Source: an optimization exercise on an open RTL-to-GDS flow (aim: small area, a short achievable clock period and few clock cycles per item). Production flows keep margins and buffers that such runs may drop.
Only simulation tests tie the RTL to the original design; equivalence was not proved.
Power is estimated from default activity; no workload was simulated.

`design/flow/design.v`:
```
package rmft_pkg;
  localparam logic [9:0] MAX_IP = 10'd1000;
  localparam logic [1:0] RK_DROP    = 2'd0;
  localparam logic [1:0] RK_FORWARD = 2'd1;
  localparam logic [1:0] RK_SEND    = 2'd2;
  localparam logic [2:0] K_FWD     = 3'd0;
  localparam logic [2:0] K_DROP    = 3'd1;
  localparam logic [2:0] K_LEFT    = 3'd2;
  localparam logic [2:0] K_RIGHT   = 3'd3;
  localparam logic [2:0] K_QUERY   = 3'd4;
  localparam logic [2:0] K_SUPPR   = 3'd5;
  localparam logic [2:0] K_DONE    = 3'd6;
  localparam logic [2:0] K_OVF     = 3'd7;
  localparam logic [1:0] OP_LOOKUP = 2'd0;
  localparam logic [1:0] OP_ADD    = 2'd1;
  localparam logic [1:0] OP_RECALC = 2'd2;
  function automatic logic [2:0] rule_res(input logic [1:0] kind, input logic port);
    rule_res = (kind == RK_FORWARD) ? K_FWD :
               (kind == RK_SEND) ? (port ? K_RIGHT : K_LEFT) : K_DROP;
  endfunction
endpackage
module range_match_flow_table (
  input  logic        clk,
  input  logic        rst_n,
  input  logic        in_valid,
  output logic        in_ready,
  input  logic [63:0] in_data,
  output logic        out_valid,
  input  logic        out_ready,
  output logic [43:0] out_data,
  input  logic        cfg_valid,
  output logic        cfg_ready,
  input  logic [10:0] cfg_data
);
  logic [9:0]  own_lo, own_hi;
  logic [42:0] rules [1:15];        
  logic [15:0] hits  [16];
  logic [19:0] qry   [16];          
  logic [15:1] rv;                  
  logic [15:0] qv;                  
  logic [15:0] pv;                  
  logic [15:0] e0m;                 
  logic        iv;
  logic [1:0]  iop;
  logic [9:0]  a1, a2, b1, b2;
  logic [1:0]  ik;
  logic        ip;
  logic        rep;
  logic [15:0] rrem;                
  logic [15:0] rnew;                
  logic [3:0]  rnidx;
  logic [2:0]  rnkind;
  logic        rovf;
  logic        hv;
  logic [2:0]  hk;
  logic [9:0]  hs, hd;
  logic [3:0]  hidx;
  logic        hinc, hlast;
  logic        ov, sv;
  logic [43:0] od, sd;
  logic adv;
  assign adv       = !sv;
  assign in_ready  = !iv || (!rep && !sv);
  assign cfg_ready = 1'b1;
  assign out_valid = ov;
  assign out_data  = od;
  logic [9:0] sl [16], sh [16], dl [16], dh [16];
  logic [1:0] rk [16];
  logic       rp [16];
  always_comb begin
    sl[0] = 10'd0; sh[0] = rmft_pkg::MAX_IP; dl[0] = own_lo; dh[0] = own_hi;
    rk[0] = rmft_pkg::RK_FORWARD; rp[0] = 1'b0;
    for (int i = 1; i < 16; i++)
      {sl[i], sh[i], dl[i], dh[i], rk[i], rp[i]} = rules[i];
  end
  logic [15:0] mm, dup, pin, qhit, ru;
  assign ru = {rv, 1'b1};
  always_comb begin
    for (int i = 0; i < 16; i++) begin
      mm[i]  = ru[i] && a1 >= sl[i] && a2 <= sh[i] &&
               b1 >= dl[i] && b2 <= dh[i];
      dup[i] = ru[i] && a1 == sl[i] && a2 == sh[i] &&
               b1 == dl[i] && b2 == dh[i] && ik == rk[i];
    end
    for (int j = 0; j < 16; j++) begin
      pin[j]  = qry[j][19:10] >= a1 && qry[j][19:10] <= a2 &&
                qry[j][9:0] >= b1 && qry[j][9:0] <= b2;
      qhit[j] = qv[j] && qry[j] == {a1, b1};
    end
  end
  logic [15:0] msel;
  logic [3:0]  midx;
  logic [2:0]  mkind;
  always_comb begin
    logic [15:0] above;
    above = '0;
    for (int i = 14; i >= 0; i--) above[i] = above[i+1] | mm[i+1];
    msel = mm & ~above;
    midx = '0;
    mkind = '0;
    for (int i = 0; i < 16; i++) if (msel[i]) begin
      midx  = midx | 4'(i);
      mkind = mkind | rmft_pkg::rule_res(rk[i], rp[i]);
    end
  end
  logic [15:0] rnext;      
  logic        rfull, isdup, store;
  logic [15:0] rmask, rlow, rrem_low;
  logic [3:0]  nidx;
  always_comb begin
    rnext = {rv[14:1], 1'b1, 1'b0} & ~{rv, 1'b1};
    rfull = rv[15];
    isdup = |dup;
    store = !isdup && !rfull;
    rmask = pv & ((store ? pin : 16'd0) | e0m);
    rlow  = rmask & ~(rmask - 16'd1);
    rrem_low = rrem & ~(rrem - 16'd1);
    nidx = '0;
    for (int i = 1; i < 16; i++) if (rnext[i]) nidx = nidx | 4'(i);
  end
  logic [15:0] qnext;
  assign qnext = {qv[14:0], 1'b1} & ~qv;
  logic [15:0] psel;
  logic        psel_new;
  logic [19:0] ppair;
  always_comb begin
    psel = rep ? rrem_low : rlow;
    psel_new = rep ? |(rrem_low & rnew) : |(rlow & pin) && store;
    ppair = '0;
    for (int j = 0; j < 16; j++) if (psel[j]) ppair = ppair | qry[j];
  end
  logic        p_emit, p_inc, p_last, p_record, p_append;
  logic [2:0]  p_kind;
  logic [9:0]  p_src, p_dst;
  logic [3:0]  p_idx;
  always_comb begin
    p_emit = 1'b0; p_inc = 1'b0; p_last = 1'b1; p_record = 1'b0; p_append = 1'b0;
    p_kind = rmft_pkg::K_DONE; p_src = a1; p_dst = b1; p_idx = '0;
    if (rep) begin
      p_emit = 1'b1;
      if (|rrem) begin
        p_inc  = 1'b1;
        p_last = 1'b0;
        p_kind = psel_new ? rnkind : rmft_pkg::K_FWD;
        p_idx  = psel_new ? rnidx : 4'd0;
        {p_src, p_dst} = ppair;
      end else begin
        p_kind = rovf ? rmft_pkg::K_OVF : rmft_pkg::K_DONE;
        p_src = '0; p_dst = '0;
      end
    end else if (iv) begin
      case (iop)
        rmft_pkg::OP_LOOKUP: begin
          p_emit = 1'b1;
          if (|mm) begin
            p_inc  = 1'b1;
            p_kind = mkind;
            p_idx  = midx;
          end else if (|qhit) p_kind = rmft_pkg::K_SUPPR;
          else if (qv[15]) p_kind = rmft_pkg::K_OVF;
          else begin
            p_kind = rmft_pkg::K_QUERY;
            p_record = 1'b1;
          end
        end
        rmft_pkg::OP_ADD: begin
          p_emit = 1'b1;
          p_append = store;
          if (|rmask) begin
            p_inc  = 1'b1;
            p_last = 1'b0;
            p_kind = psel_new ? rmft_pkg::rule_res(ik, ip) : rmft_pkg::K_FWD;
            p_idx  = psel_new ? nidx : 4'd0;
            {p_src, p_dst} = ppair;
          end else begin
            p_kind = (!isdup && rfull) ? rmft_pkg::K_OVF : rmft_pkg::K_DONE;
            p_src = '0; p_dst = '0;
          end
        end
        default: ;
      endcase
    end
  end
  always_ff @(posedge clk) begin
    if (!rst_n) begin
      iv     <= 1'b0;
      own_lo <= 10'd0;
      own_hi <= rmft_pkg::MAX_IP;
    end else if (cfg_valid) begin
      iv  <= 1'b1;
      iop <= rmft_pkg::OP_RECALC;
      a1  <= 10'd0;
      a2  <= rmft_pkg::MAX_IP;
      b1  <= cfg_data[10] ? own_lo : cfg_data[9:0];
      b2  <= cfg_data[10] ? cfg_data[9:0] : own_hi;
      if (cfg_data[10]) own_hi <= cfg_data[9:0];
      else own_lo <= cfg_data[9:0];
    end else if (in_valid && in_ready) begin
      iv  <= 1'b1;
      iop <= in_data[63] ? rmft_pkg::OP_ADD : rmft_pkg::OP_LOOKUP;
      a1  <= in_data[63] ? in_data[42:33] : in_data[62:53];
      a2  <= in_data[63] ? in_data[32:23] : in_data[62:53];
      b1  <= in_data[63] ? in_data[22:13] : in_data[52:43];
      b2  <= in_data[63] ? in_data[12:3]  : in_data[52:43];
      ik  <= in_data[2:1];
      ip  <= in_data[0];
    end else if (adv && !rep) iv <= 1'b0;
  end
  always_ff @(posedge clk) begin
    if (!rst_n) begin
      rv  <= '0;
      qv  <= '0;
      pv  <= '0;
      e0m <= '0;
      rep <= 1'b0;
      hv  <= 1'b0;
    end else if (adv) begin
      hv <= p_emit;
      if (p_emit) begin
        hk    <= p_kind;
        hs    <= p_src;
        hd    <= p_dst;
        hidx  <= p_idx;
        hinc  <= p_inc;
        hlast <= p_last;
      end
      if (rep) begin
        rrem <= rrem & ~rrem_low;
        if (!(|rrem)) rep <= 1'b0;
      end else if (iv) begin
        if (iop == rmft_pkg::OP_RECALC) e0m <= pin & pv;
        if (p_record) begin
          qv <= qv | qnext;
          pv <= pv | qnext;
        end
        if (iop == rmft_pkg::OP_ADD) begin
          pv <= pv & ~rmask;
          if (p_append) rv <= rv | rnext[15:1];
          if (|rmask) begin
            rep    <= 1'b1;
            rrem   <= rmask & ~rlow;
            rnew   <= store ? pin : 16'd0;
            rnidx  <= nidx;
            rnkind <= rmft_pkg::rule_res(ik, ip);
            rovf   <= !isdup && rfull;
          end
        end
      end
    end
  end
  always_ff @(posedge clk) begin
    for (int j = 0; j < 16; j++)
      if (adv && !rep && iv && p_record && qnext[j]) qry[j] <= {a1, b1};
    for (int i = 1; i < 16; i++)
      if (adv && !rep && iv && iop == rmft_pkg::OP_ADD && p_append && rnext[i])
        rules[i] <= {a1, a2, b1, b2, ik, ip};
  end
  logic [15:0] hcur, hnew;
  always_comb begin
    hcur = hits[hidx];
    hnew = (hcur == 16'hFFFF) ? hcur : hcur + 16'd1;
  end
  always_ff @(posedge clk) begin
    for (int i = 0; i < 16; i++)
      if (!rst_n) hits[i] <= 16'd0;
      else if (adv && hv && hinc && hidx == 4'(i)) hits[i] <= hnew;
  end
  logic [43:0] hres;
  assign hres = {hk, hs, hd, hidx, hinc ? hnew : 16'd0, hlast};
  logic push, pop;
  assign push = adv && hv;
  assign pop  = ov && out_ready;
  always_ff @(posedge clk) begin
    if (!rst_n) begin
      ov <= 1'b0;
      sv <= 1'b0;
    end else if (!ov || pop) begin
      if (sv) begin
        od <= sd;
        ov <= 1'b1;
        sv <= 1'b0;
      end else if (push) begin
        od <= hres;
        ov <= 1'b1;
      end else ov <= 1'b0;
    end else if (push) begin
      sd <= hres;
      sv <= 1'b1;
    end
  end
endmodule
```
`design/flow/run.sh`:
```
#!/bin/bash
# synth_recipe.tcl (not shown) runs the flow's synth.tcl, then flattens the netlist and writes it again
# the make line also repeats each setting of config.mk as NAME=value (left out here)
make -C /OpenROAD-flow-scripts/flow DESIGN_CONFIG=/design/flow/config.mk WORK_HOME=/design/flow/orfs CLKGATE_MAP_FILE= SYNTH_SCRIPT=/design/flow/synth_recipe.tcl finish
```
`design/flow/config.mk`:
```
export PLATFORM = sky130hd
export DESIGN_NAME = range_match_flow_table
export DESIGN_NICKNAME = range_match_flow_table
export VERILOG_FILES = /design/flow/design.v
export SDC_FILE = /design/flow/constraint.sdc
export NUM_CORES = 4
export LEC_CHECK = 0
export CAP_MARGIN = 20
export CORE_MARGIN = 2
export CORE_UTILIZATION = 40
export PLACE_DENSITY = 0.6
export SLEW_MARGIN = 20
```
`design/flow/constraint.sdc`:
```
create_clock -name core_clock -period 9.0 [get_ports {clk}]
set_input_delay 1.8000 -clock core_clock [delete_from_list [all_inputs] [get_ports {clk}]]
set_output_delay 1.8000 -clock core_clock [all_outputs]
set_load 0.01 [all_outputs]
```
==> run summary <==
- The flow ran to the end and the layout has no timing, DRC or antenna violations.
- The tree built by TritonCTS fans out to 1,508 sinks.
- The die covers 223,000 um^2.
- Cells fill 45.8% of the core in the end.
- Input and output buffers added on the ports amount to approximately 130.
- The wire length of the first global-routing pass is 471,000 um.
- The number of DRC markers after the initial detailed-route iteration is 8,047.
- The number of global-route vias before repair is 66,300.
- Of all nets on the critical path, the largest fanout is 20.
- Final hold analysis gives a worst-case slack of about 0.45 ns.
- For this run, the register share of the synthesized area comes to 47.7%.
- Before CTS, the worst setup slack after placement is around 2.1 ns.
- The terminus of the critical flop-to-flop path is qry[10][7]$_DFFE_PP_.
- The number of antenna violations at the first check in global routing is 19.
- The max-capacitance violation count is 0.
- The count of final setup violators is 0.
- The congestion estimate from routability-driven global placement came to 1.02.
- The area growth from synthesis to final layout is 13.5%.
- The worst hold path cell count is 2.
- The post-route fraction of the period consumed by the critical path is between 70% and 80%.
- The number of gates resized after CTS was 0.
- For the worst setup path, the data arrival time is 7.49 ns.
- The synthesis warning total is 10.
- The worst relative slew slack is 14.8%.
- The net count of the finished layout is 9,682.
- Setup repair after global routing left no endpoint under its margin.
- STA classifies the critical path startpoint as a flip-flop.
- The detailed-route DRC error count is 0.
- TritonCTS built the clock tree.
- The path type of the worst min-delay path is reg2reg.
- The nature of the critical path endpoint is a flip-flop.
- STA puts the critical path data required time at 9.47 ns.
- The die is around 470 um wide.
- CTS built an H-tree with a depth of 4.
- Adding up every negative setup slack in the final design gives 0 ns.
- The overall track demand over capacity in global routing is 28.9%.
- The synthesized netlist occupies a cell area of 87,700 um^2.
- Using the TritonRoute via totals, the vias-per-cell ratio works out to 6.14.
- The share of total power dissipated in sequential elements is 45.9%.
- Cell internal power was estimated by the tool at ~12 mW.
- The die is 472 um tall.
- The startpoint of the worst hold path is hits[13][10]$_SDFFE_PN0P_.
- The synthesized area divided by synthesized cell count is 10.9 um^2.
- Buffers added to address setup during post-CTS repair amount to 0.
- The total length of routed met3 wires is about 28,000 um.
- The worst hold path terminates at hits[13][10]$_SDFFE_PN0P_.
- Detailed routing placed a total of 146,000 um of wire on met2.
- The clock period could shrink to 7.02 ns.
- The proportion of netlist area held by the largest area contributor is 39.8%.
- The top achievable clock speed is around 140 MHz.
- The number of ports placed on the die boundary is roughly 130.
- For flop-to-flop paths, the worst setup slack is 1.98 ns.
- The areal power density over the cells is approximately 170 nW/um^2.
- The classification of the worst setup path is reg2reg.
- The synthesized design contains 1,164 enable-type register cells.
- The share of total power dissipated in combinational logic is 10.3%.
- The number of vias in the routed layout is 69,600.
- Clock skew on the completed layout was measured at 0.0712 ns.
- The clock tree root buffer cell is sky130_fd_sc_hd__clkbuf_16.
- After floorplanning, the core was divided into roughly 170 placement rows.
- VDD sags by at most 0.000221 V.
- After synthesis the netlist holds a flip-flop and latch count of 1,508.
- For the pin with the worst max-slew slack, the measured transition is 1.28 ns.
- In the synthesized netlist the async set-or-reset flop fraction comes to 0%.
- The max-slew violation count is 0.
- The number of nets in the synthesized netlist is 9,394.
- After detailed routing, no signal wire sits above met5.
- For this design, the CTS-stage hold fixing added 0 buffers.
- The clock transition at the register clock pins on the worst setup and hold paths after CTS is 0.06 ns.
- Net switching is 26.0% of the power.
- The routed metal-1 wirelength is 136,000 um.
- In this run the power spent charging and discharging nets is about 4.3 mW.
- The initial standard-cell utilization of the core is 40.3%.
- The part of the total power dissipated in the clock network is a little over two fifths.
- After technology mapping, the gate count stands at 8,053.
- In the final layout, the share of cells above drive strength 1 is 7.86%.
- After detailed routing, the average wire length per cell comes to 29.1 um.
- The standby leakage power is 40.6 nW.
- The routed design has ~330,000 um of wire.
- Across all setup checks in the final design, the least slack found is 1.98 ns.
- The core region is 218,000 um^2.
- Entering global routing, the biggest net connects 170 pins.
- The synthesized design spends more area on one cell type than any other, namely sky130_fd_sc_hd__edfxtp_1.
- The worst reg2reg path depth is 16.
- The detail route stage leaves a number of antenna-violating nets equal to 0.
- The number of filler cells placed in the layout is approximately 20,000.
- The length of the first detailed-routing pass in iterations is 7.
- The final cell count without fillers is 11,300.
- After legalization and detailed placement, the total HPWL measured 238,000 um.
- The number of buffers inserted during clock tree synthesis is 171.
- The maximum clock insertion buffer count is 3.
- The count of distinct cell types in the synthesized netlist is between 100 and 150.
- Counting tap cells, the placed design contains a total of between 10,000 and 15,000 instances.
- Clock latency on the worst-skew pair, taken at its later pin, is 0.88 ns.
- The count of endpoints failing hold in the final timing report was 0.
- In this run the critical register-to-register path is launched from a1[0]$_SDFFCE_PP0P_.
- The total congestion overflow after global routing is 0.
- Sorting the synthesized cells by area gives the leading types as sky130_fd_sc_hd__edfxtp_1 (40%), sky130_fd_sc_hd__ha_1 (18%), sky130_fd_sc_hd__dfxtp_1 (7.8%), sky130_fd_sc_hd__inv_1 (3.4%), sky130_fd_sc_hd__a21oi_1 (3.0%).
- The most used flip-flop cell after synthesis is sky130_fd_sc_hd__edfxtp_1.
==> worst max-delay path: stages, from the launching register on <==
cell,delay (ns)
sky130_fd_sc_hd__edfxtp_1,0.93
sky130_fd_sc_hd__inv_1,0.21
sky130_fd_sc_hd__buf_4,0.29
sky130_fd_sc_hd__ha_1,0.34
sky130_fd_sc_hd__nand2b_1,0.15
sky130_fd_sc_hd__a21oi_1,0.22
sky130_fd_sc_hd__nor2b_1,0.08
sky130_fd_sc_hd__a2111oi_0,0.82
sky130_fd_sc_hd__nor4_1,0.29
sky130_fd_sc_hd__nor2b_1,0.29
sky130_fd_sc_hd__nand4_1,0.70
sky130_fd_sc_hd__or3_1,0.60
sky130_fd_sc_hd__buf_4,0.24
sky130_fd_sc_hd__nor2_2,0.16
sky130_fd_sc_hd__buf_4,0.28
sky130_fd_sc_hd__nand3_1,0.19
sky130_fd_sc_hd__inv_1,0.78
==> power by group through the flow <==
stage	sequential, mW	combinational (mW)	clock [mW]
global route	7.59	1.83	7.59
detailed placement	7.74	1.66	0
floorplan	7.80	0.836	0
global placement	7.74	1.62	0
CTS	7.59	1.67	7.33
finish	7.59	1.70	7.24
==> state kept, by name (all words and copies together) (netlist names), 15 cells and up <==
name	flops
e0m	16
hits	256
od	44
pv	16
qry	320
qv	16
rnew	15
rrem	15
rules	645
rv	15
sd	44
==> routing by layer <==
layer | track usage [%] | vias up
met2 | 44.8 | 3442
li1 | - | 31100
met5 | 0 | -
met3 | 5.15 | 774
met4 | 15.5 | 6
met1 | 38.3 | 34300
==> cells in the final DEF (no fill, tap or decap), drive strengths merged, types with 89 or more instances in the layout <==
cell type / instances
edfxtp: 1164
a21o: 169
nor2b: 108
nand4: 240
nand2: 603
nor2: 258
a211oi: 97
a21oi: 526
nor3: 124
clkdlybuf4s50: 122
nand2b: 121
clkbuf: 231
dfxtp: 344
buf: 246
inv: 802
ha: 1261
nand3: 212
o21ai: 408
a21boi: 89
a22oi: 110
==> worst max path at each step <==
stage / from / end / slack [ns] / cells after the start
floorplan: a1[0]$_SDFFCE_PP0P_ / rules[2][0]$_DFFE_PP_ / 1.98 / 12
global placement: a1[0]$_SDFFCE_PP0P_ / qry[10][7]$_DFFE_PP_ / 2.15 / 16
detailed placement: a1[0]$_SDFFCE_PP0P_ / qry[8][0]$_DFFE_PP_ / 2.08 / 16
CTS: a1[0]$_SDFFCE_PP0P_ / qry[8][15]$_DFFE_PP_ / 2.05 / 16
global route: a1[4]$_SDFFCE_PP0P_ / qry[8][15]$_DFFE_PP_ / 1.86 / 17
finish: a1[0]$_SDFFCE_PP0P_ / qry[10][7]$_DFFE_PP_ / 1.98 / 16
==> cell usage after synthesis, types with 62 or more instances <==
library cell,count
sky130_fd_sc_hd__ha_1,1261
sky130_fd_sc_hd__edfxtp_1,1164
sky130_fd_sc_hd__inv_1,798
sky130_fd_sc_hd__nand2_1,602
sky130_fd_sc_hd__a21oi_1,525
sky130_fd_sc_hd__o21ai_0,396
sky130_fd_sc_hd__dfxtp_1,344
sky130_fd_sc_hd__nor2_1,256
sky130_fd_sc_hd__nand4_1,240
sky130_fd_sc_hd__nand3_1,211
sky130_fd_sc_hd__a21o_1,169
sky130_fd_sc_hd__clkbuf_1,168
sky130_fd_sc_hd__nand2b_1,121
sky130_fd_sc_hd__nor3_1,118
sky130_fd_sc_hd__a22oi_1,110
sky130_fd_sc_hd__nor2b_1,107
sky130_fd_sc_hd__a211oi_1,97
sky130_fd_sc_hd__a21boi_0,78
sky130_fd_sc_hd__a221oi_1,75
sky130_fd_sc_hd__a221o_1,69
sky130_fd_sc_hd__and2_1,66
sky130_fd_sc_hd__o211a_1,62
sky130_fd_sc_hd__o211ai_1,62
==> logic make-up after synthesis <==
group | share of synthesized area (%)
fa+ha+maj | 18.0
buf+inv | 4.73
simple gates | 11.4
flops | 47.7
mux | 1.23
compound gates | 16.5
other cells | 0.00427
xor+xnor | 0.434
==> layout make-up <==
type                       instances  area (um^2)  area share (%)
antenna                            4         10.0          0.0101
clock buffer                     231         4740            4.76
clock inverter                    88         1070            1.07
inverter                         801         3010            3.02
multi-input combinational       5491        42100            42.3
sequential                      1508        41800            42.0
tap                             2854         3570            3.59
timing repair buffer             368         3220            3.24
==> per-stage QoR <==
stage	area, um^2	power (mW)
2_1_floorplan	87700	8.64
3_3_place_gp	93700	9.36
3_5_place_dp	93700	9.40
4_1_cts	99600	16.6
5_1_grt	99600	17.0
6_report	99600	16.5
Testbench counts, summed over its fixed seeds: cycles 4,478, items 4,096.

separate check: timing with driven ports:
The results above use ideal ports. As a check the final layout listed here was re-extracted and re-timed, cells and wires unchanged. Step 1 sets driving cells, clkbuf_16 on the clock port and buf_2 on the other inputs (assumed; they add their load-dependent delay and slew). Step 2, shift: input delay + t, output delay - t, t = (earliest + latest rising clock arrival at the registers) / 2. This alone moves slack from input paths to output paths. Three values: ideal, step 1, step 2; two values: the first two.
shift t [ns]: 0.948
setup WS [ns]: 1.982 / 1.982 / 1.982
hold slack, ns: 0.454 / 0.454 / 0.454
worst register clock-pin slew, ns: 0.07 / 0.07
After both steps this run still meets setup and hold. The setup slack of this run moves by 0.000 ns with the drivers and by 0.000 ns with both steps.
